This design comes from an exercise in tuning for small area, a short achievable clock period and few clock cycles on the open sky130 flow, not from production work. In this exercise RTL edits were held to simulation tests only and were not proved equivalent to the original. No activity file was given, so power comes from the tool's default toggle rates. The clock port is modelled as an ideal driver; clocking choices that lean on that would not hold on a real chip.

==> design.v <==
package nnz_pkg;
  localparam int PIXEL_W    = 8;
  localparam int MAX_SCALE  = 4;
  localparam int MAX_LINE_W = 320;
  localparam int MAX_LINES  = 240;
  typedef enum logic [1:0] {
    IDLE = 2'd0,
    LOAD = 2'd1,
    EMIT = 2'd2,
    DONE = 2'd3
  } nnz_state_e;
  function automatic logic cfg_legal(input int scale,
                                     input int width,
                                     input int height,
                                     input int max_scale,
                                     input int max_width,
                                     input int max_height);
    cfg_legal = (scale  >= 1) && (scale  <= max_scale) &&
           (width  >= 1) && (width  <= max_width) &&
           (height >= 1) && (height <= max_height);
  endfunction
endpackage
module nnz_line_buffer #(
  parameter int PIXEL_W = 8,
  parameter int NT      = 17,
  parameter int NM      = 19,
  parameter int TAP_W   = 5
) (
  input  logic               clk,
  input  logic               wr_en,
  input  logic [PIXEL_W-1:0] wr_data,
  input  logic [TAP_W-1:0]   tap_sel,
  output logic [PIXEL_W-1:0] tap_q
);
  localparam int N = NT * NM;
  logic [N*PIXEL_W-1:0] ring_q;
  logic [PIXEL_W-1:0]   tap_data;
  always_ff @(posedge clk) begin
    ring_q <= {(wr_en ? wr_data : ring_q[PIXEL_W-1:0]), ring_q[N*PIXEL_W-1:PIXEL_W]};
  end
  always_comb begin
    tap_data = ring_q[PIXEL_W +: PIXEL_W];
    for (int t = 1; t < NT; t++) begin
      if (tap_sel == TAP_W'(t)) tap_data = ring_q[(t*NM+1)*PIXEL_W +: PIXEL_W];
    end
  end
  always_ff @(posedge clk) begin
    tap_q <= tap_data;
  end
endmodule
module nearest_neighbor_zoom_nx #(
  parameter int PIXEL_W    = nnz_pkg::PIXEL_W,
  parameter int MAX_SCALE  = nnz_pkg::MAX_SCALE,
  parameter int MAX_LINE_W = nnz_pkg::MAX_LINE_W,
  parameter int MAX_LINES  = nnz_pkg::MAX_LINES,
  parameter int SCALE_W    = $clog2(MAX_SCALE + 1),
  parameter int COL_W      = $clog2(MAX_LINE_W + 1),
  parameter int ROW_W      = $clog2(MAX_LINES + 1)
) (
  input  logic               clk,
  input  logic               reset_n,
  input  logic               start,
  input  logic [SCALE_W-1:0] scale,
  input  logic [COL_W-1:0]   src_width,
  input  logic [ROW_W-1:0]   src_height,
  input  logic               in_valid,
  input  logic [PIXEL_W-1:0] in_pixel,
  output logic               in_ready,
  output logic               out_valid,
  output logic [PIXEL_W-1:0] out_pixel,
  input  logic               out_ready,
  output logic               out_eol,
  output logic               busy,
  output logic               done,
  output logic               cfg_err
);
  localparam int NT   = 17;
  localparam int NM   = 19;
  localparam int PW   = 5;
  localparam int RS_W = $clog2(MAX_SCALE);
  function automatic logic [2*PW-1:0] pos_dec(input logic [2*PW-1:0] p);
    if (p[PW-1:0] == '0) begin
      pos_dec = {(p[2*PW-1:PW] == '0) ? PW'(NT - 1) : p[2*PW-1:PW] - PW'(1), PW'(NM - 1)};
    end else begin
      pos_dec = {p[2*PW-1:PW], p[PW-1:0] - PW'(1)};
    end
  endfunction
  localparam logic [2*PW-1:0] POS_TAIL = {PW'(NT - 1), PW'(NM - 1)};
  localparam logic [2*PW-1:0] POS_ONE  = {PW'(0), PW'(1)};
  logic start_legal;
  assign start_legal = nnz_pkg::cfg_legal(32'(scale), 32'(src_width), 32'(src_height),
                                          MAX_SCALE, MAX_LINE_W, MAX_LINES);
  logic               busy_q, done_q, cfg_err_q, go_q;
  logic [SCALE_W-1:0] scale_q;
  logic [COL_W-1:0]   width_q;
  logic [RS_W-1:0]    sm1;           
  logic               s1;            
  logic               w1;            
  logic [PIXEL_W-1:0] ib0_q, ib1_q;
  logic               ibv0_q, ibv1_q;
  logic               in_ready_q;
  logic               em_act_q;
  logic [RS_W-1:0]    rxc_q, ryc_q;
  logic [COL_W-1:0]   colc_q;
  logic [ROW_W-1:0]   rowc_q;
  logic               col_end_q, row_end_q, rep0_q;
  logic               wfirst_q;      
  logic               hw_q;          
  logic               nw_q;          
  logic [2*PW-1:0]    wp_q;          
  logic               wp_zero_q;     
  logic [2*PW-1:0]    p0_q;          
  logic               hv_q;
  logic [PIXEL_W-1:0] h_q;
  logic [2*PW-1:0]    np_q;          
  logic               np_tap_q;      
  logic               mv_q, meol_q, mlast_q;
  logic [PIXEL_W-1:0] mpix_q;
  logic               sv_q, seol_q, slast_q;
  logic [PIXEL_W-1:0] spix_q;
  logic               acc, go;
  logic               push, pop;
  logic               rx_end, ry_end;
  logic               src_ok, emit;
  logic [PIXEL_W-1:0] em_pix;
  logic               em_eol, em_last;
  logic               wr, winit, wr0, wr1;
  logic [PIXEL_W-1:0] wr_data;
  logic               cons_h, ld_h, ld_last;
  logic [PIXEL_W-1:0] tap_q;
  logic               m_load;
  logic               busy_d;
  assign acc  = start && !busy_q;
  assign go   = acc && start_legal;
  assign push = in_valid && in_ready_q;
  assign sm1 = RS_W'(scale_q - SCALE_W'(1));
  assign s1  = (scale_q == SCALE_W'(1));
  assign w1  = (width_q == COL_W'(1));
  assign rx_end = (rxc_q == '0);
  assign ry_end = (ryc_q == '0);
  assign wr0     = !s1 && !hw_q && (wfirst_q ? pop
                                             : (em_act_q && rep0_q && ibv0_q && wp_zero_q));
  assign wr1     = em_act_q && rep0_q && !s1 && ibv1_q && hw_q && !nw_q && !col_end_q && wp_zero_q;
  assign wr      = wr0 || wr1;
  assign winit   = wr0 && wfirst_q;
  assign wr_data = hw_q ? ib1_q : ib0_q;
  assign src_ok = rep0_q ? (ibv0_q && (!rx_end || s1 || hw_q || wfirst_q || wp_zero_q)) : hv_q;
  assign emit   = em_act_q && src_ok && !sv_q;
  assign em_pix  = rep0_q ? ib0_q : h_q;
  assign em_eol  = rx_end && col_end_q;
  assign em_last = em_eol && ry_end && row_end_q;
  assign pop    = emit && rep0_q && rx_end;
  assign cons_h = emit && !rep0_q && rx_end;
  assign ld_h = np_tap_q &&
                (hv_q ? (cons_h && !(col_end_q && ry_end))
                      : (em_act_q && (!rep0_q || (!wfirst_q && !s1))));
  always_comb begin
    if (!hv_q)          ld_last = rep0_q ? w1 : col_end_q;
    else if (col_end_q) ld_last = w1;
    else                ld_last = (colc_q == COL_W'(2));
  end
  nnz_line_buffer #(
    .PIXEL_W (PIXEL_W),
    .NT      (NT),
    .NM      (NM),
    .TAP_W   (PW)
  ) u_line_buffer (
    .clk      (clk),
    .wr_en    (wr),
    .wr_data  (wr_data),
    .tap_sel  (np_q[2*PW-1:PW]),
    .tap_q    (tap_q)
  );
  assign m_load = !mv_q || out_ready;
  always_comb begin
    busy_d = busy_q;
    if (go)          busy_d = 1'b1;
    else if (done_q) busy_d = 1'b0;
  end
  always_ff @(posedge clk or negedge reset_n) begin
    if (!reset_n) begin
      busy_q     <= 1'b0;
      done_q     <= 1'b0;
      cfg_err_q  <= 1'b0;
      go_q       <= 1'b0;
      in_ready_q <= 1'b0;
      ibv0_q     <= 1'b0;
      ibv1_q     <= 1'b0;
      em_act_q   <= 1'b0;
      hv_q       <= 1'b0;
      mv_q       <= 1'b0;
      sv_q       <= 1'b0;
    end else begin
      busy_q     <= busy_d;
      done_q     <= mv_q && out_ready && mlast_q;
      cfg_err_q  <= acc && !start_legal;
      go_q       <= go;
      in_ready_q <= go || (busy_d && !(!pop && (ibv1_q || (ibv0_q && push))));
      if (go_q) begin
        em_act_q <= 1'b1;
      end else if (emit && em_last) begin
        em_act_q <= 1'b0;
      end
      if (ld_h)        hv_q <= 1'b1;
      else if (cons_h) hv_q <= 1'b0;
      if (pop) begin
        if (ibv1_q) ibv1_q <= 1'b0;
        else        ibv0_q <= push;
      end else if (push) begin
        if (ibv0_q) ibv1_q <= 1'b1;
        else        ibv0_q <= 1'b1;
      end
      if (m_load) begin
        mv_q <= sv_q || emit;
        sv_q <= 1'b0;
      end else if (emit) begin
        sv_q <= 1'b1;
      end
    end
  end
  always_ff @(posedge clk) begin
    if (pop) begin
      ib0_q <= ibv1_q ? ib1_q : in_pixel;
    end else if (push && !ibv0_q) begin
      ib0_q <= in_pixel;
    end
    if (push && ibv0_q && !pop) ib1_q <= in_pixel;
    if (!busy_q) begin
      scale_q <= scale;
      width_q <= src_width;
    end
    if (!busy_q) begin
      rowc_q <= src_height;
    end
    if (go_q) begin
      rxc_q     <= sm1;
      ryc_q     <= sm1;
      rep0_q    <= 1'b1;
      colc_q    <= width_q;
      col_end_q <= w1;
      row_end_q <= (rowc_q == ROW_W'(1));
      wfirst_q  <= 1'b1;
    end else if (emit) begin
      if (rx_end) begin
        rxc_q <= sm1;
        if (col_end_q) begin
          colc_q    <= width_q;
          col_end_q <= w1;
          if (ry_end) begin
            ryc_q    <= sm1;
            rep0_q   <= 1'b1;
            wfirst_q <= 1'b1;
            rowc_q    <= rowc_q - ROW_W'(1);
            row_end_q <= (rowc_q == ROW_W'(2));
          end else begin
            ryc_q  <= ryc_q - RS_W'(1);
            rep0_q <= 1'b0;
          end
        end else begin
          colc_q    <= colc_q - COL_W'(1);
          col_end_q <= (colc_q == COL_W'(2));
        end
      end else begin
        rxc_q <= rxc_q - RS_W'(1);
      end
    end
    if (winit) wfirst_q <= 1'b0;
    if (go_q || pop) begin
      hw_q <= !go_q && (nw_q || wr1);
      nw_q <= 1'b0;
    end else begin
      hw_q <= hw_q || wr0;
      nw_q <= nw_q || wr1;
    end
    if (wr) begin
      wp_q      <= {PW'(0), PW'(sm1)};
      wp_zero_q <= 1'b0;
    end else begin
      wp_q      <= pos_dec(wp_q);
      wp_zero_q <= (wp_q == POS_ONE);
    end
    if (winit) p0_q <= POS_TAIL;
    else       p0_q <= pos_dec(p0_q);
    if (ld_h) h_q <= tap_q;
    if (winit) begin
      np_q     <= POS_TAIL;
      np_tap_q <= 1'b0;
    end else if (ld_h) begin
      np_q     <= ld_last ? pos_dec(p0_q) : {np_q[2*PW-1:PW], PW'(sm1)};
      np_tap_q <= 1'b0;
    end else begin
      np_q     <= pos_dec(np_q);
      np_tap_q <= (np_q[PW-1:0] == PW'(1));
    end
    if (m_load) begin
      mpix_q  <= sv_q ? spix_q : em_pix;
      meol_q  <= sv_q ? seol_q : em_eol;
      mlast_q <= sv_q ? slast_q : em_last;
    end else if (emit) begin
      spix_q  <= em_pix;
      seol_q  <= em_eol;
      slast_q <= em_last;
    end
  end
  assign in_ready  = in_ready_q;
  assign out_valid = mv_q;
  assign out_pixel = mpix_q;
  assign out_eol   = meol_q;
  assign busy      = busy_q;
  assign done      = done_q;
  assign cfg_err   = cfg_err_q;
endmodule
==> run.sh <==
#!/bin/bash
# synth_recipe.tcl (not shown) runs the flow's synth.tcl, then flattens the netlist and writes it again
# the make line also repeats each setting of config.mk as NAME=value (left out here)
make -C /OpenROAD-flow-scripts/flow DESIGN_CONFIG=/design/flow/config.mk WORK_HOME=/design/flow/orfs CLKGATE_MAP_FILE= SYNTH_SCRIPT=/design/flow/synth_recipe.tcl finish
==> config.mk <==
export PLATFORM = sky130hd
export DESIGN_NAME = nearest_neighbor_zoom_nx
export DESIGN_NICKNAME = nearest_neighbor_zoom_nx
export VERILOG_FILES = /design/flow/design.v
export SDC_FILE = /design/flow/constraint.sdc
export NUM_CORES = 4
export LEC_CHECK = 0
export CAP_MARGIN = 20
export CORE_MARGIN = 2
export CORE_UTILIZATION = 40
export CTS_CLUSTER_DIAMETER = 70
export CTS_CLUSTER_SIZE = 36
export SETUP_SLACK_MARGIN = 2.7
export SLEW_MARGIN = 20
==> constraint.sdc <==
create_clock -name core_clock -period 5.0 [get_ports {clk}]
set_input_delay 1.0000 -clock core_clock [delete_from_list [all_inputs] [get_ports {clk}]]
set_output_delay 1.0000 -clock core_clock [all_outputs]
set_load 0.01 [all_outputs]
==> impl_metrics.yaml, run 1 <==
routing:
  vias: 22400
  wl_met3_microns: 3370
  drc: 0
  top_layer: "met4"
  met1Wirelength_microns: 41300
  firstDrtPassIters: 8
  wl_per_cell_microns: 14.1
  wl_met2_microns: 32000
  vias_per_cell: 4.03
  ant_nets: 0
  first_iter_violations: 1253
  routed_wl_microns: 78600
yosys:
  ys_seq_area_share_pct: 92.7
  ys_seq_elements: 2718
  synthesis.instances: 3416
  syn-mean-instance-area_sq_um: 17.4
  ys_types: 73
  async_reset_ff_share_pct: 0.405
  synth_edf_count: 71
  ys.flop_type: "dfxtp_1"
  syn_nets: 3467
  synth_area_sq_mm: 0.0595
  yosys_warnings: 2
grt:
  grt_pass1_vias: 20600
  gr-total-overflow: 0
  grt_max_degree: 38
  grt.total_usage_pct: 10.1
  grt_antenna_before_repair: 15
  grt_pass1_wl_microns: 118000
setup_path:
  critPathKind: "reg2out"
  crit_family: "flip-flops"
  crit_chain: "buf_6"
  cp_max_fo: 2
  cp.arrival_ns: 1.33
  cp-start-kind: "register"
  cp.depth: 1
  rrSetupSlack_ns: 2.79
  critPathBufInv: 1
  critical-path-max-stage-delay_ns: 0.46
  slowest_stage: "dfrtp_2"
  rr_worst_depth: 6
  crit_required_ns: 4.00
  end_kind: "output port"
placement:
  dpl.cell_count: 5360
  placed_area_sq_mm: 0.0623
  io_buffers: 46
  preCtsSetupSlack_ns: 1.75
  dp_hpwl_microns: 50000
  gp_congestion: 0.801
power_and_ir_drop:
  p_comb_share_pct: 6.5
  clkPwrFrac_pct: 28.9
  leakagePower_nw: 25.6
  p_int_mw: 27.6
  peakVddDrop_uv: 319
  sequentialPowerShare_pct: 64.6
  switching_power_mw: 8.02
  switching_share_pct: 22.5
  p_total_mw: 35.6
  power_per_cell_area_mw_per_mm2: 539
clock_tree:
  ctsLongestPathBuffers: 3
  cts_buffers: 96
  cts_tree: "done"
  ctsHoldBuffers: 0
  cts.sinks: 2718
  htree_levels: 3
  clk_pin_slew_ns: 0.12
  insertion_delay_ns: 0.74
  root_buffer: "clkbuf_16"
final_layout:
  final_util_pct: 44.7
  area_growth_pct: 10.9
  n_fill_cell: 12600
  drive_gt1_share_pct: 7.58
  design_area_sq_mm: 0.0660
  finalNetCount: 3617
  fin_cells: 5553
die:
  core.rowCount: 141
  core_area_sq_mm: 0.148
  fp.dieW_microns: 390
  initial_utilization_pct: 40.3
  io_pins: 47
  dieHeight_microns: 390
  die_area_sq_mm: 0.152
min_path:
  whs_path_depth: 0
  hold_path.class: "reg2reg"
sta:
  finalWorstSetupSlack_ns: 2.67
  rsz0062_at_grt: "yes"
  setup_viol: 0
  maxSlewHeadroom_pct: 53.7
  hold_ws_ns: 0.288
  fin_tns_setup_ns: 0
  fin_crit_ns: 2.33
  skew_ns: 0.0461
  slew_viol_final: 0
  final_hold_viol_count: 0
  worst_pin_slew_ns: 0.694
  period_share_pct: 46.6
  max_freq_mhz: 429
outcome:
  status: "finished clean"
flow_run:
  max-cap-violations: 0
[logic make-up (layout without fill, tap and decap cells)]
family                   count (synthesis)  count (layout)  synth area share (%)
flip-flops                            2718            2718                  92.7
multiplexers                            44              44                 0.795
buffers and inverters                   75             272                 0.534
AND/OR/NAND/NOR                        310             311                  2.79
AO/OA/AOI/OAI                          238             238                  2.62
other                                    0               9                     0
XOR/XNOR                                13              13                 0.191
adder cells (fa/ha/maj)                 18              18                 0.378
[cell usage in the layout (no fill, tap or decap), types with 16 or more instances in the layout]
cell type	synthesis	final
dfxtp_1	2636	2631
clkbuf_16	0	97
nand2_1	75	74
edfxtp_1	71	71
a21oi_1	69	66
nor2_1	68	65
o21ai_0	42	42
buf_4	3	37
inv_1	36	34
clkdlybuf4s50_1	0	32
nor3_1	33	30
nand3_1	27	24
mux2_2	18	18
nand2b_1	18	17
o221ai_1	16	16
[routing by layer]
layer | global-route usage [%] | up-vias
met5 | 0 | -
met1 | 15.3 | 10700
met3 | 2.00 | 124
li1 | - | 11300
met2 | 14.6 | 315
met4 | 3.04 | 0
[what timing repair did]
item | in CTS | in global routing
buffers inserted | 12 | 23
pin swaps | 9 | 8
gates cloned | 2 | 1
resized for setup | 108 | 25
setup endpoints to repair | 123 | 58
[flip-flops by register name, summed over array words and instances, names as in the netlist, 9 cells and up]
register	count
np_q	10
u_line_buffer.ring_q	2584
colc_q	9
width_q	9
wp_q	10
p0_q	10
[worst paths after layout]
path	startpoint	to
max in group asynchronous	reset_n	ibv0_q$_DFFE_PN0P_
hold reg to reg	u_line_buffer.ring_q[642]$_DFF_P_	u_line_buffer.ring_q[634]$_DFF_P_
setup / recovery	in_ready_q$_DFF_PN0_	in_ready
min in group asynchronous	reset_n	em_act_q$_DFFE_PN0P_
hold / removal	u_line_buffer.ring_q[642]$_DFF_P_	u_line_buffer.ring_q[634]$_DFF_P_
setup reg to reg	colc_q[5]$_DFFE_PP_	np_q[7]$_SDFFE_PP0P_
[Yosys cell counts, drive strengths merged (5+ instances only)]
master	count	area (sq um)
ha	18	225
a22oi	8	60.1
o31ai	5	37.5
o22ai	12	75.1
nor3b	7	62.6
mux2i	18	180
o221ai	16	140
buf	20	111
dfrtp	11	275
mux2	26	293
nor2	71	274
and3	5	31.3
nor4b	7	76.3
or3	11	68.8
a211o	6	52.6
a311oi	7	61.3
and3b	5	43.8
nor3	34	175
o2111ai	5	43.8
a31oi	13	81.3
nand3	27	135
nor2b	16	100
nand2	77	294
o21a	8	60.1
nand2b	19	121
a21oi	69	345
nor4	11	98.8
edfxtp	71	2130
clkbuf	19	71.3
xnor2	10	87.6
o21ai	50	250
a211oi	7	52.6
inv	36	135
a21o	7	52.6
dfxtp	2636	52800
[power groups by stage]
stage | clock [mW] | sequential, mW | combinational, mW
finish | 10.3 | 23.0 | 2.31
CTS | 10.6 | 23.0 | 2.19
global route | 11.3 | 23.1 | 2.52
global placement | 0 | 23.5 | 1.93
floorplan | 0 | 23.3 | 1.49
detailed placement | 0 | 23.5 | 1.99
[cell type report]
cell class | count | area (sq um) | share of cell area (%)
Tap cell | 1930 | 2410 | 3.66
Sequential cell | 2718 | 55200 | 83.6
Timing Repair Buffer | 90 | 798 | 1.21
Clock inverter | 37 | 644 | 0.976
Antenna cell | 9 | 22.5 | 0.0341
Inverter | 36 | 138 | 0.208
Multi-Input combinational cell | 624 | 4320 | 6.54
Clock buffer | 109 | 2480 | 3.76
Testbench counts, summed over its fixed seeds: cycles 646,332.
==> inputs of run 2 (changes only) <==
--- a/config.mk
+++ b/config.mk
@@ -8,7 +8,7 @@
 export CAP_MARGIN = 20
 export CORE_MARGIN = 2
 export CORE_UTILIZATION = 40
-export CTS_CLUSTER_DIAMETER = 70
-export CTS_CLUSTER_SIZE = 36
+export CTS_CLUSTER_DIAMETER = 65
+export CTS_CLUSTER_SIZE = 33
 export SETUP_SLACK_MARGIN = 2.7
 export SLEW_MARGIN = 20
==> impl_metrics.yaml, run 2 <==
die:
  dieHeight_microns: 390
  initial_utilization_pct: 40.3
  core.rowCount: 141
  core_area_sq_mm: 0.148
  die_area_sq_mm: 0.152
  fp.dieW_microns: 390
  io_pins: 47
routing:
  ant_nets: 0
  wl_per_cell_microns: 14.1
  routed_wl_microns: 78400
  drc: 0
  firstDrtPassIters: 5
  first_iter_violations: 1329
  vias_per_cell: 4.05
  vias: 22500
setup_path:
  cp.arrival_ns: 1.32
  cp-start-kind: "register"
  r2r_end: "rowc_q[3]$_DFF_P_"
  rrSetupSlack_ns: 2.76
  critical-path-max-stage-delay_ns: 0.45
  crit_family: "flip-flops"
  slowest_stage: "dfrtp_2"
  rr_worst_depth: 10
  crit_required_ns: 4.00
  end_kind: "output port"
  crit_chain: "buf_6"
  critPathKind: "reg2out"
  cp.depth: 1
  r2r-start: "scale_q[1]$_DFFE_PN_"
  cp_max_fo: 2
  critPathBufInv: 1
min_path:
  min_from: "u_line_buffer.ring_q[1291]$_DFF_P_"
  whs_path_depth: 0
  hold_path_end: "u_line_buffer.ring_q[1283]$_DFF_P_"
  hold_path.class: "reg2reg"
clock_tree:
  root_buffer: "clkbuf_16"
  cts_tree: "done"
  cts_buffers: 104
  ctsLongestPathBuffers: 3
  clk_pin_slew_ns: 0.11
  insertion_delay_ns: 0.76
  cts.sinks: 2718
  htree_levels: 3
  ctsHoldBuffers: 0
sta:
  final_hold_viol_count: 0
  skew_ns: 0.0386
  fin_tns_setup_ns: 0
  rsz0062_at_grt: "yes"
  max_freq_mhz: 431
  slew_viol_final: 0
  worst_pin_slew_ns: 0.682
  maxSlewHeadroom_pct: 54.5
  fin_crit_ns: 2.32
  setup_viol: 0
  finalWorstSetupSlack_ns: 2.68
  period_share_pct: 46.4
yosys:
  ys_seq_area_share_pct: 92.7
  synth_top_family_by_area: "simple AND/OR/NAND/NOR gates"
  syn-mean-instance-area_sq_um: 17.4
  ys_seq_elements: 2718
  synthesis.instances: 3416
  synth_compound_area_share_pct: 2.62
  yosys-top-cells-count: "dfxtp_1, nand2_1, edfxtp_1"
  synth_area_sq_mm: 0.0595
  synth_edf_count: 71
  synth_top_cell_by_area: "dfxtp_1"
  synth.most_common_cell: "dfxtp_1"
  ys_types: 73
  synthTopCellsByArea: "dfxtp_1, edfxtp_1, a21oi_1"
  synth.top_cell.area_share_pct: 88.7
  synthSimpleGateAreaFrac_pct: 2.79
  yosys-mux-area-fraction_pct: 0.795
  synth-adder-area-share_pct: 0.378
  ys.flop_type: "dfxtp_1"
  async_reset_ff_share_pct: 0.405
  yosys.area_share.xor_xnor_pct: 0.191
  syn_nets: 3467
  yosys_warnings: 2
grt:
  gr-total-overflow: 0
  grt_pass1_wl_microns: 118000
  grt_antenna_before_repair: 15
  use_met2_pct: 14.4
  grt_util_met3_pct: 2.17
  grt_max_degree: 36
  grt_pass1_vias: 20700
  grt.total_usage_pct: 10.1
  grt_busiest_layer: "met1"
  grt_use_met1_pct: 15.2
outcome:
  status: "finished clean"
placement:
  dp_hpwl_microns: 50000
  gp_congestion: 0.801
  dpl.cell_count: 5360
  placed_area_sq_mm: 0.0623
  preCtsSetupSlack_ns: 1.75
  io_buffers: 46
final_layout:
  area_growth_pct: 11.2
  design_area_sq_mm: 0.0662
  final_cell_mix: "dfxtp_1, clkbuf_16, nand2_1"
  fin_cells: 5547
  largest_register: "u_line_buffer.ring_q"
  final_common_cell: "dfxtp_1"
  finalNetCount: 3617
  final_util_pct: 44.8
  largest_reg_flops: 2584
  drive_gt1_share_pct: 7.68
power_and_ir_drop:
  power_per_cell_area_mw_per_mm2: 542
  peakVddDrop_uv: 318
  leakagePower_nw: 25.6
flow_run:
  max-cap-violations: 0
## run 2: cell counts after synthesis
Identical to the previous run, type by type.
## run 2: power breakdown
group	internal [mW]	switching, mW
Clock	4.28	6.33
Combinational	1.01	1.29
Sequential	22.5	0.495
Total	27.8	8.11
## run 2: cell type report
class / instances / area (sq um)
Clock inverter: 36 / 629
Clock buffer: 112 / 2740
Inverter: 36 / 138
Sequential cell: 2718 / 55200
Fill cell: 12600 / 81500
Antenna cell: 9 / 22.5
Tap cell: 1930 / 2410
Timing Repair Buffer: 83 / 761
Multi-Input combinational cell: 623 / 4310
## run 2: cell families after synthesis
logic type | after synthesis
compound gates | 238
xor+xnor | 13
fa+ha+maj | 18
buf+inv | 75
flops | 2718
mux | 44
simple gates | 310
## run 2: worst register-to-register path: cells and delay by family, from the launching register on
| kind | cells | cell delay (ns) |
|---|---|---|
| adders and majority gates | 1 | 0.12 |
| buffers and inverters | 3 | 0.47 |
| DFF | 1 | 0.37 |
| AOI/OAI and AO/OA | 3 | 0.70 |
| and+or+nand+nor | 3 | 0.50 |
## run 2: what timing repair did
| action | 4_1_cts | 5_1_grt |
|---|---|---|
| gates cloned | 1 | 0 |
| setup endpoints to repair | 121 | 68 |
| gates resized for setup | 103 | 29 |
| pin swaps | 7 | 6 |
| setup buffers | 11 | 18 |
## run 2: worst max-delay path by stage
stage | startpoint | endpoint | slack (ns)
after CTS | busy_q$_DFF_PN0_ | busy | 2.50
after detailed placement | src_width[1] | in_ready_q$_DFF_PN0_ | 1.75
after global routing | in_ready_q$_DFF_PN0_ | in_ready | 2.61
after global placement | src_width[1] | in_ready_q$_DFF_PN0_ | 1.77
after floorplan | out_ready | seol_q$_DFFE_PP_ | 2.76
final | in_ready_q$_DFF_PN0_ | in_ready | 2.68
## run 2: per-stage QoR
stage / hold slack (ns) / power [mW]
after CTS: 0.305 / 36.1
after detailed placement: 0.312 / 25.5
final: 0.304 / 35.9
after floorplan: 0.310 / 24.7
after global placement: 0.310 / 25.4
after global routing: 0.304 / 37.3
## run 2: layer usage
| metal | vias to the layer above | wire [microns] |
|---|---|---|
| met5 | - | 0 |
| met4 | 0 | 2290 |
| met3 | 142 | 3360 |
| met2 | 326 | 31800 |
| met1 | 10700 | 40900 |
| li1 | 11300 | - |
==> inputs of run 3 (changes only) <==
--- a/config.mk
+++ b/config.mk
@@ -10,5 +10,5 @@
 export CORE_UTILIZATION = 40
 export CTS_CLUSTER_DIAMETER = 65
 export CTS_CLUSTER_SIZE = 33
-export SETUP_SLACK_MARGIN = 2.7
+export SETUP_SLACK_MARGIN = 2.85
 export SLEW_MARGIN = 20
==> impl_metrics.yaml, run 3 <==
yosys:
  async_reset_ff_share_pct: 0.405
  synth.most_common_cell: "dfxtp_1"
  synth.top_cell.area_share_pct: 88.7
  syn_nets: 3467
  ys_types: 73
  synth_area_sq_mm: 0.0595
  synthesis.instances: 3416
  synthTopCellsByArea: "dfxtp_1, edfxtp_1, a21oi_1"
  syn-mean-instance-area_sq_um: 17.4
  synth_edf_count: 71
  ys.flop_type: "dfxtp_1"
  yosys-top-cells-count: "dfxtp_1, nand2_1, edfxtp_1"
  ys_seq_area_share_pct: 92.7
  ys_seq_elements: 2718
  synth_top_cell_by_area: "dfxtp_1"
  yosys_warnings: 2
min_path:
  hold_path.class: "reg2reg"
final_layout:
  largest_register: "u_line_buffer.ring_q"
  area_growth_pct: 12.1
  finalNetCount: 3647
  final_cell_mix: "dfxtp_1, clkbuf_16, nand2_1, edfxtp_1, nor2_1"
  drive_gt1_share_pct: 9.55
  multi_input_area_sq_mm: 0.00457
  final_common_cell: "dfxtp_1"
  regArea_sq_mm: 0.0552
  n_fill_cell: 12600
  largest_reg_flops: 2584
placement:
  dp_hpwl_microns: 50200
  preCtsSetupSlack_ns: 1.72
  io_buffers: 46
  gp_congestion: 0.798
power_and_ir_drop:
  peakVddDrop_uv: 343
  switching_share_pct: 22.9
  leakagePower_nw: 25.8
  clkPwrFrac_pct: 29.3
  switching_power_mw: 8.26
  p_comb_share_pct: 6.9
  sequentialPowerShare_pct: 63.8
  power_per_cell_area_mw_per_mm2: 541
  p_int_mw: 27.8
sta:
  maxSlewHeadroom_pct: 55.7
  period_share_pct: 46.3
  skew_ns: 0.0404
  max_freq_mhz: 432
  fin_tns_setup_ns: 0
  rsz0062_at_grt: "yes"
  setup_viol: 0
  fin_crit_ns: 2.32
  slew_viol_final: 0
  worst_pin_slew_ns: 0.665
  finalWorstSetupSlack_ns: 2.68
  final_hold_viol_count: 0
clock_tree:
  ctsHoldBuffers: 0
  ctsLongestPathBuffers: 3
  htree_levels: 3
  insertion_delay_ns: 0.75
  clk_pin_slew_ns: 0.11
  cts_tree: "done"
  cts_buffers: 105
  root_buffer: "clkbuf_16"
  cts.sinks: 2718
die:
  io_pins: 47
  fp.dieW_microns: 390
  core.rowCount: 141
  dieHeight_microns: 390
  initial_utilization_pct: 40.3
  core_area_sq_mm: 0.148
  die_area_sq_mm: 0.152
setup_path:
  crit_required_ns: 4.00
  cp-start-kind: "register"
  critical-path-max-stage-delay_ns: 0.44
  end_kind: "output port"
  cp.arrival_ns: 1.32
  critPathBufInv: 1
  cp_max_fo: 2
  rrSetupSlack_ns: 2.79
  slowest_stage: "dfrtp_1"
  crit_chain: "buf_6"
  critPathKind: "reg2out"
  crit_family: "flip-flops"
routing:
  met1Wirelength_microns: 42000
  ant_nets: 0
  wl_per_cell_microns: 14.3
  routed_wl_microns: 79800
  vias: 22600
  vias_per_cell: 4.05
  wl_met3_microns: 3270
  firstDrtPassIters: 5
  top_layer: "met4"
  drc: 0
  wl_met2_microns: 32300
  first_iter_violations: 1246
grt:
  grt_antenna_before_repair: 20
  grt_max_degree: 36
  gr-total-overflow: 0
  grt_pass1_wl_microns: 121000
  grt.total_usage_pct: 10.3
  grt_pass1_vias: 21200
outcome:
  status: "finished clean"
flow_run:
  max-cap-violations: 0
## run 3: changes by cell type in the layout (fill, tap and decap cells not counted), moves of 4 or more
cell,delta
o22ai_1,-5
inv_4,+4
clkinv_4,+5
nand3_1,-4
a21oi_2,+5
diode_2,-4
o22ai_2,+5
a21oi_1,-6
buf_4,+24
## run 3: logic make-up after synthesis
kind of cell	after synthesis	share of synthesized area [%]
AOI/OAI and AO/OA	238	2.62
xor gates and xnor gates	13	0.191
adders and majority gates	18	0.378
buffers and inverters	75	0.534
DFF	2718	92.7
muxes	44	0.795
and+or+nand+nor	310	2.79
## run 3: stage by stage
step	utilization [%]	hold WS, ns	std cells	area, sq um	power (mW)
after floorplan	-	0.310	3416	59500	24.8
after global placement	42.2	0.310	5360	62300	25.4
after detailed placement	42.2	0.312	5360	62300	25.5
after CTS	44.8	0.306	5548	66200	36.2
after global routing	45.2	0.305	5573	66700	37.5
final	45.2	0.293	5578	66700	36.1
## run 3: timing repair
item	in CTS	in global routing
setup endpoints to repair	119	77
cloned	2	1
setup buffers	32	24
resized for setup	135	61
pin swaps	12	38
hold endpoints to repair	0	0
## run 3: final cells by class
cell class	count	area share [%]
Clock buffer	113	4.08
Antenna cell	5	0.0188
Inverter	36	0.218
Timing Repair Buffer	112	1.50
Multi-Input combinational cell	623	6.85
Tap cell	1930	3.62
Sequential cell	2718	82.7
Clock inverter	41	0.966
## run 3: worst paths after layout
kind	from	to	cells past startpoint
max	in_ready_q$_DFF_PN0_	in_ready	1
min	u_line_buffer.ring_q[1951]$_DFF_P_	u_line_buffer.ring_q[1943]$_DFF_P_	0
max reg2reg	np_q[5]$_SDFFE_PP0P_	u_line_buffer.tap_q[2]$_DFF_P_	11
min reg2reg	u_line_buffer.ring_q[1951]$_DFF_P_	u_line_buffer.ring_q[1943]$_DFF_P_	0
max in group asynchronous	reset_n	busy_q$_DFF_PN0_	1
min in group asynchronous	reset_n	done_q$_DFF_PN0_	1
## run 3: metal layers
metal	vias to the layer above	global-route usage [%]
li1	11300	-
met1	10800	15.5
met2	337	14.9
met3	142	2.09
met4	0	3.23
met5	-	0
## run 3: power by group through the flow
| stage | Clock, mW | Combinational (mW) | Sequential (mW) |
|---|---|---|---|
| after floorplan | 0 | 1.50 | 23.3 |
| after global placement | 0 | 1.94 | 23.5 |
| after detailed placement | 0 | 1.99 | 23.5 |
| after CTS | 10.9 | 2.27 | 23.0 |
| after global routing | 11.7 | 2.73 | 23.1 |
| final | 10.6 | 2.49 | 23.0 |
==> inputs of run 4 (changes only) <==
==> flow/run.sh (new file) <==
#!/bin/bash
# The standard layout, with two changes: clock tree synthesis inserts no dummy
# loads, and the port buffers are buf_2 cells. Everything else (synthesis,
# floorplan, power grid, placement, routing) is the standard.sh unchanged.
set -euo pipefail
export CTS_ARGS="-sink_clustering_enable -repair_clock_nets -sink_clustering_size 22 -sink_clustering_max_diameter 45 -sink_clustering_buffer sky130_fd_sc_hd__clkbuf_8 -dont_use_dummy_load"
export BUFFER_PORTS_ARGS="-buffer_cell sky130_fd_sc_hd__buf_2"
bash standard.sh > standard_flow.log 2>&1
==> standard.sh (new file) <==
#!/bin/bash
# synth_recipe.tcl (not shown) runs the flow's synth.tcl, then flattens the netlist and writes it again
# the make line also repeats each setting of config.mk as NAME=value (left out here)
make -C /OpenROAD-flow-scripts/flow DESIGN_CONFIG=/design/flow/config.mk WORK_HOME=/design/flow/orfs CLKGATE_MAP_FILE= SYNTH_SCRIPT=/design/flow/synth_recipe.tcl "${@:-finish}"
--- a/config.mk
+++ b/config.mk
@@ -10,5 +10,5 @@
 export CORE_UTILIZATION = 40
 export CTS_CLUSTER_DIAMETER = 65
 export CTS_CLUSTER_SIZE = 33
-export SETUP_SLACK_MARGIN = 2.85
+export SETUP_SLACK_MARGIN = 2.7
 export SLEW_MARGIN = 20
removed: run.sh
==> impl_metrics.yaml, run 4 <==
yosys:
  ys_seq_elements: 2718
  yosys_warnings: 2
  synth-adder-area-share_pct: 0.378
  synth.top_cell.area_share_pct: 88.7
  synthTopCellsByArea: "dfxtp_1, edfxtp_1, a21oi_1"
  yosys-top-cells-count: "dfxtp_1, nand2_1, edfxtp_1"
  ys_types: 73
  ys.flop_type: "dfxtp_1"
  synthSimpleGateAreaFrac_pct: 2.79
  synth_edf_count: 71
  synth.most_common_cell: "dfxtp_1"
  syn_nets: 3467
  ys_seq_area_share_pct: 92.7
  synth_top_cell_by_area: "dfxtp_1"
  async_reset_ff_share_pct: 0.405
  synthesis.instances: 3416
  synth_area_sq_mm: 0.0595
  yosys.area_share.xor_xnor_pct: 0.191
  synth_compound_area_share_pct: 2.62
  synth_top_family_by_area: "simple AND/OR/NAND/NOR gates"
  yosys-mux-area-fraction_pct: 0.795
  syn-mean-instance-area_sq_um: 17.4
sta:
  skew_ns: 0.0958
  period_share_pct: 46.0
  fin_crit_ns: 2.30
  rsz0062_at_grt: "yes"
  final_hold_viol_count: 0
  max_freq_mhz: 435
  finalWorstSetupSlack_ns: 2.70
  maxSlewHeadroom_pct: 53.9
  worst_pin_slew_ns: 0.690
  fin_tns_setup_ns: 0
  slew_viol_final: 0
  setup_viol: 0
routing:
  first_iter_violations: 1044
  routed_wl_microns: 80400
  vias_per_cell: 4.05
  ant_nets: 0
  drc: 0
  wl_per_cell_microns: 14.4
  vias: 22600
  firstDrtPassIters: 7
setup_path:
  slowest_stage: "edfxtp_1"
  cp-start-kind: "register"
  critPathBufInv: 1
  crit_required_ns: 4.00
  r2r-start: "np_q[6]$_SDFFE_PP0P_"
  cp_max_fo: 1
  r2r_end: "u_line_buffer.tap_q[1]$_DFF_P_"
  rr_worst_depth: 10
  cp.depth: 1
  crit_family: "flip-flops"
  rrSetupSlack_ns: 2.75
  crit_chain: "buf_2"
  end_kind: "output port"
  critical-path-max-stage-delay_ns: 0.40
  critPathKind: "reg2out"
  cp.arrival_ns: 1.30
final_layout:
  largest_register: "u_line_buffer.ring_q"
  largest_reg_flops: 2584
  final_cell_mix: "dfxtp_1, clkbuf_8, nand2_1"
  area_growth_pct: 9.55
  finalNetCount: 3686
  drive_gt1_share_pct: 9.36
  final_common_cell: "dfxtp_1"
flow_run:
  max-cap-violations: 0
grt:
  grt_max_degree: 29
  gr-total-overflow: 0
  grt_pass1_vias: 21400
  grt_antenna_before_repair: 15
  grt_pass1_wl_microns: 121000
  grt.total_usage_pct: 10.5
die:
  core.rowCount: 141
  fp.dieW_microns: 390
  dieHeight_microns: 390
  initial_utilization_pct: 40.3
  io_pins: 47
  core_area_sq_mm: 0.148
  die_area_sq_mm: 0.152
clock_tree:
  htree_levels: 4
  clk_pin_slew_ns: 0.10
  insertion_delay_ns: 0.77
  root_buffer: "clkbuf_16"
  cts_buffers: 167
  ctsLongestPathBuffers: 3
  cts.sinks: 2718
  cts_tree: "done"
power_and_ir_drop:
  p_total_mw: 34.4
  peakVddDrop_uv: 332
  power_per_cell_area_mw_per_mm2: 528
  leakagePower_nw: 25.3
placement:
  gp_congestion: 0.792
  dp_hpwl_microns: 51200
  io_buffers: 46
  preCtsSetupSlack_ns: 1.92
min_path:
  hold_path.class: "in2async"
outcome:
  status: "finished clean"
run 4: cell types whose count changed in the layout (fill, tap and decap cells not counted), sizes merged, moves of 9 or more:
cell           change
clkinv            -21
clkbuf            +54
clkdlybuf4s50     -32
buf                +9
inv               -17
run 4: repair_timing:
| action | 4_1_cts | 5_1_grt |
|---|---|---|
| gates cloned | 1 | 2 |
| gates resized for setup | 40 | 37 |
| setup endpoints to repair | 111 | 85 |
| hold buffers | 0 | 0 |
| hold endpoints to repair | 0 | 0 |
| buffers inserted | 11 | 20 |
| pin swaps | 4 | 8 |
run 4: worst max path at each step:
| stage | from | end |
|---|---|---|
| floorplan | out_ready | seol_q$_DFFE_PP_ |
| global placement | src_width[1] | in_ready_q$_DFF_PN0_ |
| detailed placement | np_q[5]$_SDFFE_PP0P_ | u_line_buffer.tap_q[1]$_DFF_P_ |
| CTS | mpix_q[7]$_DFFE_PN_ | out_pixel[7] |
| global route | np_q[5]$_SDFFE_PP0P_ | u_line_buffer.tap_q[1]$_DFF_P_ |
| finish | mpix_q[7]$_DFFE_PN_ | out_pixel[7] |
run 4: per-stage QoR:
stage / instance area, sq um / hold WS [ns] / cells / utilization, %
global route: 65200 / 0.0916 / 5563 / 44.1
CTS: 64900 / 0.0646 / 5541 / 43.9
floorplan: 59500 / 0.310 / 3416 / -
detailed placement: 62100 / 0.312 / 5362 / 42.0
finish: 65200 / 0.128 / 5570 / 44.2
global placement: 62100 / 0.310 / 5362 / 42.0
run 4: power by group:
part / leakage [nW] / internal, mW / switching (mW) / total, mW
clock network: 1.29 / 3.32 / 5.79 / 9.11
registers: 22.0 / 22.5 / 0.472 / 23.0
logic: 2.01 / 1.01 / 1.35 / 2.36
run 4: cell type report:
cell class,instances,area (sq um)
Antenna cell,7,17.5
Clock buffer,167,2490
Fill cell,12800,82500
Inverter,36,144
Multi-Input combinational cell,623,4300
Sequential cell,2718,55200
Tap cell,1930,2410
Timing Repair Buffer,89,648
run 4: logic make-up after synthesis:
family,count (synthesis)
multiplexers,44
XOR/XNOR,13
AND/OR/NAND/NOR,310
flip-flops,2718
adder cells (fa/ha/maj),18
buffers and inverters,75
AO/OA/AOI/OAI,238
run 4: per-layer routing:
layer  global-route usage (%)  share of wire [%]  vias up
li1                         -                  -    11300
met1                     15.3                 52    10700
met2                     15.0                 41      360
met3                     2.38                4.3      163
met4                     4.42                2.8        0
met5                        0                  0        -
==> inputs of run 5 (changes only) <==
==> flow/run.sh (replaced) <==
#!/bin/bash
# The standard layout, with two changes: clock tree synthesis inserts no dummy
# loads, and the port buffers are buf_2 cells. Everything else (synthesis,
# floorplan, power grid, placement, routing) is the standard.sh unchanged.
set -euo pipefail
export CTS_ARGS="-sink_clustering_enable -repair_clock_nets -sink_clustering_size 20 -sink_clustering_max_diameter 45 -sink_clustering_buffer sky130_fd_sc_hd__clkbuf_8 -dont_use_dummy_load -sink_clustering_levels 2"
export BUFFER_PORTS_ARGS="-buffer_cell sky130_fd_sc_hd__buf_2"
bash standard.sh > standard_flow.log 2>&1
==> impl_metrics.yaml, run 5 <==
placement:
  dp_hpwl_microns: 51200
  placed_area_sq_mm: 0.0621
  gp_congestion: 0.792
  preCtsSetupSlack_ns: 1.92
  io_buffers: 46
yosys:
  yosys-top-cells-count: "dfxtp_1, nand2_1, edfxtp_1"
  synth.most_common_cell: "dfxtp_1"
  syn-mean-instance-area_sq_um: 17.4
  synthesis.instances: 3416
  ys.flop_type: "dfxtp_1"
  synth_area_sq_mm: 0.0595
  synth_top_cell_by_area: "dfxtp_1"
  synthTopCellsByArea: "dfxtp_1, edfxtp_1, a21oi_1"
  async_reset_ff_share_pct: 0.405
  ys_seq_area_share_pct: 92.7
  synth_edf_count: 71
  ys_seq_elements: 2718
  synth.top_cell.area_share_pct: 88.7
  yosys_warnings: 2
  ys_types: 73
  syn_nets: 3467
routing:
  routed_wl_microns: 80500
  first_iter_violations: 1001
  vias_per_cell: 4.07
  ant_nets: 0
  vias: 22700
  drc: 0
  wl_per_cell_microns: 14.4
  firstDrtPassIters: 5
grt:
  grt_pass1_vias: 21400
  grt_antenna_before_repair: 16
  gr-total-overflow: 0
  grt.total_usage_pct: 10.5
  grt_max_degree: 29
  grt_pass1_wl_microns: 121000
sta:
  fin_crit_ns: 2.30
  setup_viol: 0
  worst_pin_slew_ns: 0.691
  finalWorstSetupSlack_ns: 2.70
  period_share_pct: 45.9
  rsz0062_at_grt: "yes"
  final_hold_viol_count: 0
  fin_tns_setup_ns: 0
  hold_ws_ns: 0.120
  maxSlewHeadroom_pct: 53.9
  max_freq_mhz: 435
  skew_ns: 0.0897
  slew_viol_final: 0
die:
  core_area_sq_mm: 0.148
  initial_utilization_pct: 40.3
  core.rowCount: 141
  die_area_sq_mm: 0.152
  fp.dieW_microns: 390
  dieHeight_microns: 390
  io_pins: 47
setup_path:
  critPathKind: "reg2out"
  critical-path-max-stage-delay_ns: 0.39
  slowest_stage: "edfxtp_1"
  setup.worst_path.start: "mpix_q[4]$_DFFE_PN_"
  crit_family: "flip-flops"
  crit_required_ns: 4.00
  cp-start-kind: "register"
  cp.arrival_ns: 1.30
  crit_chain: "buf_2"
  cp_max_fo: 1
  cp.depth: 1
  r2r-start: "np_q[6]$_SDFFE_PP0P_"
  end_kind: "output port"
  rr_worst_depth: 10
  critPathBufInv: 1
power_and_ir_drop:
  peakVddDrop_uv: 313
  leakagePower_nw: 25.4
  power_per_cell_area_mw_per_mm2: 530
clock_tree:
  ctsLongestPathBuffers: 3
  htree_levels: 4
  cts_tree: "done"
  cts.sinks: 2718
  root_buffer: "clkbuf_16"
  clk_pin_slew_ns: 0.10
  cts_buffers: 175
  insertion_delay_ns: 0.76
final_layout:
  final_cell_mix: "dfxtp_1, clkbuf_8, nand2_1"
  final_common_cell: "dfxtp_1"
  finalNetCount: 3692
  largest_register: "u_line_buffer.ring_q"
  drive_gt1_share_pct: 9.51
  design_area_sq_mm: 0.0653
  n_fill_cell: 12800
  area_growth_pct: 9.78
  multi_input_area_sq_mm: 0.00432
  regArea_sq_mm: 0.0552
  largest_reg_flops: 2584
flow_run:
  max-cap-violations: 0
outcome:
  status: "finished clean"
min_path:
  hold_path.class: "in2async"
## run 5: cell counts after synthesis
Identical to the previous run, type by type.
## run 5: worst register-to-register path: stages, from the launching register on
cell and delay [ns]:
dfxtp_4 0.39, inv_2 0.11, ha_4 0.19, buf_12 0.13
nor4b_4 0.22, buf_6 0.18, mux2i_4 0.23, o21a_1 0.13
o221ai_1 0.14, a21oi_1 0.24, o21ai_1 0.10
## run 5: metrics by stage
stage | util (%) | power [mW] | std cells
floorplan | - | 24.7 | 3416
global placement | 42.0 | 25.4 | 5362
detailed placement | 42.0 | 25.4 | 5362
CTS | 44.0 | 34.9 | 5549
global route | 44.2 | 36.1 | 5569
finish | 44.3 | 34.6 | 5576
## run 5: cell families after synthesis
family / count (synthesis) / share of synthesized area [%]
compound gates: 238 / 2.62
xor+xnor: 13 / 0.191
fa+ha+maj: 18 / 0.378
buf+inv: 75 / 0.534
flops: 2718 / 92.7
mux: 44 / 0.795
simple gates: 310 / 2.79
## run 5: timing repair
item                       4_1_cts  5_1_grt
hold buffers                     0        0
gates cloned                     1        2
resized for setup               38       43
setup endpoints to repair      110       89
pin swaps                        3       12
setup buffers                   11       18
## run 5: power breakdown
part,switching (mW),internal (mW),total (mW)
Sequential,0.472,22.5,23.0
Clock,5.81,3.46,9.27
Combinational,1.36,1.02,2.38
Total,7.64,27.0,34.6
## run 5: path summary, 6_finish.rpt
path	slack (ns)	endpoint
max	2.70	out_pixel[4]
max reg2reg	2.78	u_line_buffer.tap_q[1]$_DFF_P_
max in group asynchronous	4.63	busy_q$_DFF_PN0_
min	0.12	hv_q$_DFFE_PN0P_
min reg2reg	0.26	u_line_buffer.ring_q[2235]$_DFF_P_
min in group core_clock	0.26	u_line_buffer.ring_q[2235]$_DFF_P_
## run 5: final cells by class
type	instances	share of cell area, %
inverter	36	0.216
clock buffer	175	3.98
antenna	7	0.0268
timing repair buffer	87	0.994
multi-input combinational	623	6.62
tap	1930	3.70
sequential	2718	84.5
## run 5: layer usage
metal	GRT usage [%]	part of all wire, %
met5	0	0
met4	4.40	2.9
met3	2.53	4.2
met2	14.8	40
met1	15.3	52
==> inputs of run 6 (changes only) <==
==> flow/run.sh (replaced) <==
#!/bin/bash
# The standard layout, with two changes: clock tree synthesis inserts no dummy
# loads, and the port buffers are buf_2 cells. Everything else (synthesis,
# floorplan, power grid, placement, routing) is the standard.sh unchanged.
set -euo pipefail
export CTS_ARGS="-sink_clustering_enable -repair_clock_nets -sink_clustering_size 16 -sink_clustering_max_diameter 40 -sink_clustering_buffer sky130_fd_sc_hd__clkbuf_8 -dont_use_dummy_load"
export BUFFER_PORTS_ARGS="-buffer_cell sky130_fd_sc_hd__buf_2"
bash standard.sh > standard_flow.log 2>&1
==> impl_metrics.yaml, run 6 <==
setup_path:
  slowest_stage: "dfrtp_1"
  cp-start-kind: "register"
  critical-path-max-stage-delay_ns: 0.40
  cp.arrival_ns: 1.29
  crit_chain: "buf_2"
  crit_required_ns: 4.00
  crit_family: "flip-flops"
  critPathKind: "reg2out"
  cp_max_fo: 2
  critPathBufInv: 1
  end_kind: "output port"
yosys:
  synth_top_cell_by_area: "dfxtp_1"
  ys_seq_area_share_pct: 92.7
  synth_compound_area_share_pct: 2.62
  yosys-top-cells-count: "dfxtp_1, nand2_1, edfxtp_1"
  syn_nets: 3467
  synthSimpleGateAreaFrac_pct: 2.79
  synth_edf_count: 71
  synthesis.instances: 3416
  async_reset_ff_share_pct: 0.405
  synth.most_common_cell: "dfxtp_1"
  synth_area_sq_mm: 0.0595
  yosys-mux-area-fraction_pct: 0.795
  ys_seq_elements: 2718
  yosys_warnings: 2
  synthTopCellsByArea: "dfxtp_1, edfxtp_1, a21oi_1"
  syn-mean-instance-area_sq_um: 17.4
  ys_types: 73
  yosys.area_share.xor_xnor_pct: 0.191
  synth_top_family_by_area: "simple AND/OR/NAND/NOR gates"
  synth.top_cell.area_share_pct: 88.7
  synth-adder-area-share_pct: 0.378
  ys.flop_type: "dfxtp_1"
sta:
  worst_pin_slew_ns: 0.891
  final_hold_viol_count: 0
  fin_crit_ns: 2.29
  fin_tns_setup_ns: 0
  skew_ns: 0.0845
  slew_viol_final: 0
  rsz0062_at_grt: "yes"
  maxSlewHeadroom_pct: 40.6
  period_share_pct: 45.8
  max_freq_mhz: 437
  setup_viol: 0
final_layout:
  regArea_sq_mm: 0.0552
  largest_register: "u_line_buffer.ring_q"
  area_growth_pct: 10.3
  finalNetCount: 3716
  n_fill_cell: 12700
  multi_input_area_sq_mm: 0.00428
  final_common_cell: "dfxtp_1"
  largest_reg_flops: 2584
  drive_gt1_share_pct: 9.91
  final_cell_mix: "dfxtp_1, clkbuf_8, nand2_1"
grt:
  grt_antenna_before_repair: 16
  grt.total_usage_pct: 10.5
  grt_pass1_wl_microns: 122000
  grt_pass1_vias: 21700
  grt_max_degree: 29
  gr-total-overflow: 0
routing:
  vias: 22900
  first_iter_violations: 986
  drc: 0
  routed_wl_microns: 80400
  ant_nets: 0
  vias_per_cell: 4.09
  firstDrtPassIters: 5
  wl_per_cell_microns: 14.4
die:
  fp.dieW_microns: 390
  dieHeight_microns: 390
  die_area_sq_mm: 0.152
  core_area_sq_mm: 0.148
  io_pins: 47
  core.rowCount: 141
  initial_utilization_pct: 40.3
power_and_ir_drop:
  leakagePower_nw: 25.6
  peakVddDrop_uv: 313
  power_per_cell_area_mw_per_mm2: 536
  p_total_mw: 35.2
flow_run:
  max-cap-violations: 0
placement:
  dp_hpwl_microns: 51200
  io_buffers: 46
  gp_congestion: 0.792
clock_tree:
  ctsHoldBuffers: 0
  cts.sinks: 2718
  root_buffer: "clkbuf_16"
  ctsLongestPathBuffers: 3
  clk_pin_slew_ns: 0.07
  insertion_delay_ns: 0.75
  cts_tree: "done"
  cts_buffers: 209
  htree_levels: 4
min_path:
  hold_path.class: "in2async"
outcome:
  status: "finished clean"
## run 6: routing by layer
layer,routed length (microns),up-vias,share of wire (%),global-route usage [%]
li1,-,11400,-,-
met5,0,-,0,0
met4,2000,0,2.5,4.12
met2,33000,423,41,15.0
met1,41500,10900,52,15.3
met3,3880,184,4.8,2.55
## run 6: area by class of cell
type	instances	share of cell area [%]
clock buffer	209	4.67
sequential	2718	84.0
tap	1930	3.68
antenna	4	0.0152
inverter	36	0.215
multi-input combinational	623	6.52
timing repair buffer	77	0.850
## run 6: worst paths after layout
| check | startpoint | cells past startpoint | slack, ns | end |
|---|---|---|---|---|
| hold / removal | reset_n | 1 | 0.12 | done_q$_DFF_PN0_ |
| setup reg to reg | rep0_q$_SDFFE_PP1P_ | 3 | 2.75 | ib0_q[0]$_DFFE_PP_ |
| max in group asynchronous | reset_n | 1 | 4.61 | busy_q$_DFF_PN0_ |
| setup / recovery | in_ready_q$_DFF_PN0_ | 1 | 2.71 | in_ready |
| min in group core_clock | u_line_buffer.ring_q[2117]$_DFF_P_ | 0 | 0.26 | u_line_buffer.ring_q[2109]$_DFF_P_ |
| hold reg to reg | u_line_buffer.ring_q[2117]$_DFF_P_ | 0 | 0.26 | u_line_buffer.ring_q[2109]$_DFF_P_ |
## run 6: what timing repair did
item / in CTS / in global routing
setup endpoints to repair: 112 / 72
cloned: 1 / 2
setup buffers: 11 / 8
gates resized for setup: 40 / 28
pin swaps: 4 / 4
## run 6: kinds of logic after synthesis
group,after synthesis
multiplexers,44
AND/OR/NAND/NOR,310
flip-flops,2718
adder cells (fa/ha/maj),18
XOR/XNOR,13
buffers and inverters,75
AO/OA/AOI/OAI,238
## run 6: report_power, final
| part | internal, mW | switching [mW] | total, mW |
|---|---|---|---|
| Sequential | 22.5 | 0.475 | 23.0 |
| Clock | 4.05 | 5.92 | 9.97 |
| Combinational | 0.973 | 1.33 | 2.30 |
## run 6: stage by stage
stage / util (%) / setup WS [ns] / hold WS (ns) / area [sq um] / std cells
finish: 44.5 / 2.71 / 0.116 / 65700 / 5597
global route: 44.5 / 2.60 / 0.0724 / 65700 / 5593
CTS: 44.3 / 2.62 / 0.0368 / 65500 / 5583
floorplan: - / 2.76 / 0.310 / 59500 / 3416
detailed placement: 42.0 / 1.92 / 0.312 / 62100 / 5362
global placement: 42.0 / 1.76 / 0.310 / 62100 / 5362
==> inputs of run 7 (changes only) <==
==> flow/run.sh (replaced) <==
#!/bin/bash
# The standard layout, with two changes: clock tree synthesis inserts no dummy
# loads, and the port buffers are buf_2 cells. Everything else (synthesis,
# floorplan, power grid, placement, routing) is the standard.sh unchanged.
set -euo pipefail
export CTS_ARGS="-sink_clustering_enable -repair_clock_nets -sink_clustering_size 12 -sink_clustering_max_diameter 35 -sink_clustering_buffer sky130_fd_sc_hd__clkbuf_4 -dont_use_dummy_load"
export BUFFER_PORTS_ARGS="-buffer_cell sky130_fd_sc_hd__buf_2"
bash standard.sh > standard_flow.log 2>&1
==> impl_metrics.yaml, run 7 <==
setup_path:
  crit_family: "flip-flops"
  crit_chain: "buf_2"
  cp.depth: 1
  cp-start-kind: "register"
  critPathKind: "reg2out"
  end_kind: "output port"
  critPathBufInv: 1
  critical-path-max-stage-delay_ns: 0.41
  rr_worst_depth: 8
  cp.arrival_ns: 1.40
  crit_required_ns: 4.00
  slowest_stage: "dfrtp_1"
  cp_max_fo: 2
final_layout:
  largest_reg_flops: 2584
  finalNetCount: 3828
  fin_cells: 5714
  largest_register: "u_line_buffer.ring_q"
  final_common_cell: "dfxtp_1"
  area_growth_pct: 10.7
  n_fill_cell: 12800
  drive_gt1_share_pct: 12.8
  final_cell_mix: "dfxtp_1, clkbuf_4, nand2_1"
sta:
  rsz0062_at_grt: "yes"
  skew_ns: 0.0763
  fin_crit_ns: 2.40
  fin_tns_setup_ns: 0
  maxSlewHeadroom_pct: 53.8
  setup_viol: 0
  worst_pin_slew_ns: 0.692
  max_freq_mhz: 417
  slew_viol_final: 0
  final_hold_viol_count: 0
  period_share_pct: 47.9
yosys:
  async_reset_ff_share_pct: 0.405
  synth_edf_count: 71
  yosys-top-cells-count: "dfxtp_1, nand2_1, edfxtp_1"
  synthTopCellsByArea: "dfxtp_1, edfxtp_1, a21oi_1"
  ys_types: 73
  synth_top_cell_by_area: "dfxtp_1"
  synthesis.instances: 3416
  synth_area_sq_mm: 0.0595
  syn-mean-instance-area_sq_um: 17.4
  yosys_warnings: 2
  ys.flop_type: "dfxtp_1"
  synth.top_cell.area_share_pct: 88.7
  synth.most_common_cell: "dfxtp_1"
  syn_nets: 3467
  ys_seq_elements: 2718
  ys_seq_area_share_pct: 92.7
routing:
  ant_nets: 0
  drc: 0
  first_iter_violations: 810
  vias_per_cell: 4.13
  vias: 23600
  wl_per_cell_microns: 14.3
  routed_wl_microns: 82000
  firstDrtPassIters: 6
min_path:
  hold_path.class: "reg2reg"
  whs_path_depth: 0
power_and_ir_drop:
  leakagePower_nw: 25.8
  power_per_cell_area_mw_per_mm2: 540
  peakVddDrop_uv: 308
die:
  dieHeight_microns: 390
  io_pins: 47
  initial_utilization_pct: 40.3
  die_area_sq_mm: 0.152
  fp.dieW_microns: 390
  core_area_sq_mm: 0.148
  core.rowCount: 141
grt:
  gr-total-overflow: 0
  grt_pass1_vias: 22800
  grt.total_usage_pct: 10.8
  grt_max_degree: 34
  grt_antenna_before_repair: 17
  grt_pass1_wl_microns: 125000
clock_tree:
  htree_levels: 5
  insertion_delay_ns: 0.85
  cts_buffers: 317
  ctsLongestPathBuffers: 4
  clk_pin_slew_ns: 0.11
  cts.sinks: 2718
  root_buffer: "clkbuf_16"
  cts_tree: "done"
outcome:
  status: "finished clean"
placement:
  dp_hpwl_microns: 51200
  gp_congestion: 0.792
  io_buffers: 46
  dpl.cell_count: 5362
flow_run:
  max-cap-violations: 0
==> run 7: power by group <==
part	switching (mW)	internal (mW)
logic	1.33	0.956
registers	0.476	22.5
clock network	6.13	4.22
==> run 7: cell families after synthesis <==
kind of cell | count (synthesis) | synth area share [%]
compound gates | 238 | 2.62
xor+xnor | 13 | 0.191
fa+ha+maj | 18 | 0.378
buf+inv | 75 | 0.534
flops | 2718 | 92.7
mux | 44 | 0.795
simple gates | 310 | 2.79
==> run 7: metrics by stage <==
stage	total power, mW	util, %	setup WS (ns)	instance area [sq um]	hold WS [ns]
after floorplan	24.7	-	2.76	59500	0.310
after detailed placement	25.4	42.0	1.92	62100	0.312
final	35.6	44.6	2.60	65900	0.253
after global routing	37.3	44.6	2.54	65900	0.249
after CTS	36.0	44.4	2.53	65600	0.252
after global placement	25.4	42.0	1.76	62100	0.310
==> run 7: what timing repair did <==
| item | CTS | global route |
|---|---|---|
| hold endpoints to repair | 11 | 0 |
| pin swaps | 5 | 5 |
| hold buffers | 1 | 0 |
| gates cloned | 0 | 2 |
| setup endpoints to repair | 111 | 76 |
| resized for setup | 38 | 42 |
| buffers inserted | 11 | 12 |
==> run 7: path summary, 6_finish.rpt <==
| check | start | to | slack (ns) |
|---|---|---|---|
| worst max-delay path | in_ready_q$_DFF_PN0_ | in_ready | 2.60 |
| worst min-delay path | u_line_buffer.ring_q[2262]$_DFF_P_ | u_line_buffer.ring_q[2254]$_DFF_P_ | 0.25 |
| worst max register to register | scale_q[0]$_DFFE_PN_ | row_end_q$_DFFE_PP_ | 2.78 |
| worst min register to register | u_line_buffer.ring_q[2262]$_DFF_P_ | u_line_buffer.ring_q[2254]$_DFF_P_ | 0.25 |
| max in group asynchronous | reset_n | sv_q$_DFFE_PN0P_ | 4.18 |
| min in group asynchronous | reset_n | mv_q$_DFFE_PN0N_ | 0.57 |
==> run 7: final cells by class <==
| type | instances | area, sq um | share of cell area (%) |
|---|---|---|---|
| diodes | 9 | 22.5 | 0.0342 |
| well taps | 1930 | 2410 | 3.66 |
| flip-flops and latches | 2718 | 55200 | 83.8 |
| clock buffers | 317 | 3240 | 4.91 |
| multi-input cells | 623 | 4320 | 6.55 |
| inverters | 36 | 139 | 0.211 |
| repair buffers | 81 | 568 | 0.862 |
==> run 7: routing by layer <==
metal	GRT usage (%)	share of wire (%)
met3	2.71	4.6
met2	15.2	41
met4	5.43	3.3
met1	15.3	51
met5	0	0
==> inputs of run 8 (changes only) <==
==> flow/run.sh (replaced) <==
#!/bin/bash
# The standard layout, with two changes: clock tree synthesis inserts no dummy
# loads, and the port buffers are buf_2 cells. Everything else (synthesis,
# floorplan, power grid, placement, routing) is the standard.sh unchanged.
set -euo pipefail
export CTS_ARGS="-sink_clustering_enable -repair_clock_nets -sink_clustering_size 33 -sink_clustering_max_diameter 65 -dont_use_dummy_load"
export BUFFER_PORTS_ARGS="-buffer_cell sky130_fd_sc_hd__buf_2"
bash standard.sh > standard_flow.log 2>&1
==> impl_metrics.yaml, run 8 <==
setup_path:
  crit_family: "flip-flops"
  cp_max_fo: 1
  r2r_end: "u_line_buffer.tap_q[1]$_DFF_P_"
  slowest_stage: "edfxtp_1"
  crit_chain: "buf_2"
  critPathKind: "reg2out"
  critical-path-max-stage-delay_ns: 0.39
  critPathBufInv: 1
  cp-start-kind: "register"
  crit_required_ns: 4.00
  end_kind: "output port"
  rrSetupSlack_ns: 2.77
  rr_worst_depth: 10
  cp.arrival_ns: 1.28
  r2r-start: "np_q[6]$_SDFFE_PP0P_"
routing:
  drc: 0
  met1Wirelength_microns: 42000
  vias: 22300
  top_layer: "met4"
  vias_per_cell: 4.06
  wl_met3_microns: 2860
  firstDrtPassIters: 5
  wl_met2_microns: 32700
  wl_per_cell_microns: 14.5
  first_iter_violations: 1025
  ant_nets: 0
  routed_wl_microns: 79700
grt:
  grt_max_degree: 34
  grt_pass1_vias: 20600
  grt_pass1_wl_microns: 119000
  grt_antenna_before_repair: 15
  gr-total-overflow: 0
  grt.total_usage_pct: 10.3
power_and_ir_drop:
  power_per_cell_area_mw_per_mm2: 534
  leakagePower_nw: 25.3
  peakVddDrop_uv: 353
clock_tree:
  clk_pin_slew_ns: 0.09
  cts_buffers: 106
  cts_tree: "done"
  cts.sinks: 2718
  ctsHoldBuffers: 0
  htree_levels: 3
  insertion_delay_ns: 0.75
  root_buffer: "clkbuf_16"
  ctsLongestPathBuffers: 3
final_layout:
  final_cell_mix: "dfxtp_1, clkbuf_16, nand2_1"
  final_common_cell: "dfxtp_1"
  regArea_sq_mm: 0.0552
  area_growth_pct: 9.76
  n_fill_cell: 12700
  multi_input_area_sq_mm: 0.00430
  largest_register: "u_line_buffer.ring_q"
  largest_reg_flops: 2584
  finalNetCount: 3620
  drive_gt1_share_pct: 7.60
yosys:
  synth.most_common_cell: "dfxtp_1"
  synthTopCellsByArea: "dfxtp_1, edfxtp_1, a21oi_1"
  syn-mean-instance-area_sq_um: 17.4
  synth_top_cell_by_area: "dfxtp_1"
  async_reset_ff_share_pct: 0.405
  synth.top_cell.area_share_pct: 88.7
  synthesis.instances: 3416
  ys_types: 73
  synth_edf_count: 71
  ys_seq_area_share_pct: 92.7
  yosys-top-cells-count: "dfxtp_1, nand2_1, edfxtp_1"
  ys_seq_elements: 2718
  syn_nets: 3467
  ys.flop_type: "dfxtp_1"
  yosys_warnings: 2
  synth_area_sq_mm: 0.0595
die:
  fp.dieW_microns: 390
  core.rowCount: 141
  die_area_sq_mm: 0.152
  io_pins: 47
  initial_utilization_pct: 40.3
  dieHeight_microns: 390
  core_area_sq_mm: 0.148
sta:
  final_hold_viol_count: 0
  setup_viol: 0
  maxSlewHeadroom_pct: 53.5
  slew_viol_final: 0
  finalWorstSetupSlack_ns: 2.72
  rsz0062_at_grt: "yes"
  period_share_pct: 45.6
  max_freq_mhz: 439
  fin_tns_setup_ns: 0
  skew_ns: 0.0891
  worst_pin_slew_ns: 0.696
  fin_crit_ns: 2.28
placement:
  dp_hpwl_microns: 51200
  io_buffers: 46
  preCtsSetupSlack_ns: 1.92
  gp_congestion: 0.792
min_path:
  hold_path.class: "in2async"
flow_run:
  max-cap-violations: 0
outcome:
  status: "finished clean"
run 8: power by group:
part | switching (mW) | internal (mW)
Combinational | 1.36 | 1.00
Sequential | 0.474 | 22.5
Clock | 5.74 | 3.80
run 8: per-layer routing:
layer  track usage [%]  up-vias
li1                  -    11300
met1              15.3    10700
met2              14.9      282
met3              2.07      127
met4              3.21        0
met5                 0        -
run 8: final cells by class:
cell class                      count  share of cell area, %
Clock buffer                      106                   4.06
Inverter                           36                  0.220
Timing Repair Buffer               84                  0.935
Antenna cell                        7                 0.0268
Tap cell                         1930                   3.70
Sequential cell                  2718                   84.5
Multi-Input combinational cell    623                   6.58
run 8: cell families after synthesis:
| logic type | share of synthesized area (%) |
|---|---|
| buffers and inverters | 0.534 |
| xor gates and xnor gates | 0.191 |
| DFF | 92.7 |
| AOI/OAI and AO/OA | 2.62 |
| muxes | 0.795 |
| and+or+nand+nor | 2.79 |
| adders and majority gates | 0.378 |
run 8: timing repair:
action | CTS | global route
buffers inserted | 8 | 18
gates cloned | 1 | 2
pin swaps | 2 | 9
endpoints found under the setup margin | 107 | 100
resized for setup | 36 | 37
run 8: worst max-delay path by stage:
stage | start | endpoint | slack (ns) | cells after the start
6_report | mpix_q[4]$_DFFE_PN_ | out_pixel[4] | 2.72 | 1
4_1_cts | np_q[6]$_SDFFE_PP0P_ | u_line_buffer.tap_q[1]$_DFF_P_ | 2.59 | 8
5_1_grt | mpix_q[4]$_DFFE_PN_ | out_pixel[4] | 2.63 | 1
3_5_place_dp | np_q[5]$_SDFFE_PP0P_ | u_line_buffer.tap_q[1]$_DFF_P_ | 1.92 | 8
2_1_floorplan | out_ready | seol_q$_DFFE_PP_ | 2.76 | 2
3_3_place_gp | src_width[1] | in_ready_q$_DFF_PN0_ | 1.76 | 7
run 8: metrics by stage:
stage	util (%)	power [mW]	instance area, sq um	hold WS [ns]	instances
2_1_floorplan	-	24.7	59500	0.310	3416
3_3_place_gp	42.0	25.4	62100	0.310	5362
3_5_place_dp	42.0	25.4	62100	0.312	5362
4_1_cts	44.0	35.1	65000	0.0626	5477
5_1_grt	44.2	36.3	65300	0.0944	5497
6_report	44.2	34.9	65300	0.137	5504

-- re-timing with driven ports --
The results above use ideal ports. As a check the final layouts listed here were re-extracted and re-timed, cells and wires unchanged. Step 1 assumes that a clkbuf_16 drives the clock port and a buf_2 every other input. Step 2 adds t to the input delays and takes it off the output delays; t is the mean of the earliest and latest rising clock arrival at the registers after step 1. Input paths then give back, and output paths get back, about the clock's delay inside the block. Slacks: ideal ports / drivers / drivers and shift; pairs: ideal ports / drivers.
run	shift t [ns]	slack for setup (ns)	hold WS [ns]	worst setup path at the end	cell pins on the clock port's net
run 1	0.774	2.670 / 2.604 / 2.031	0.288 / 0.288 / 0.288	input to register	1
run 2	0.804	2.680 / 2.609 / 2.051	0.304 / 0.304 / 0.304	input to register	1
run 3	0.788	2.683 / 2.618 / 2.227	0.293 / 0.293 / 0.293	input to register	1
run 4	0.789	2.699 / 2.626 / 2.278	0.128 / 0.078 / 0.239	input to register	1
run 5	0.788	2.703 / 2.633 / 2.247	0.120 / 0.073 / 0.262	input to register	1
run 6	0.776	2.712 / 2.643 / 2.227	0.116 / 0.069 / 0.261	input to register	1
run 7	0.873	2.603 / 2.533 / 2.320	0.253 / 0.253 / 0.253	input to register	1
run 8	0.765	2.721 / 2.649 / 2.261	0.137 / 0.088 / 0.253	input to register	1
After both steps every run listed still meets setup and hold. The setup slack of run 1, which loses most, moves by -0.066 ns with the drivers and by -0.639 ns with both steps.
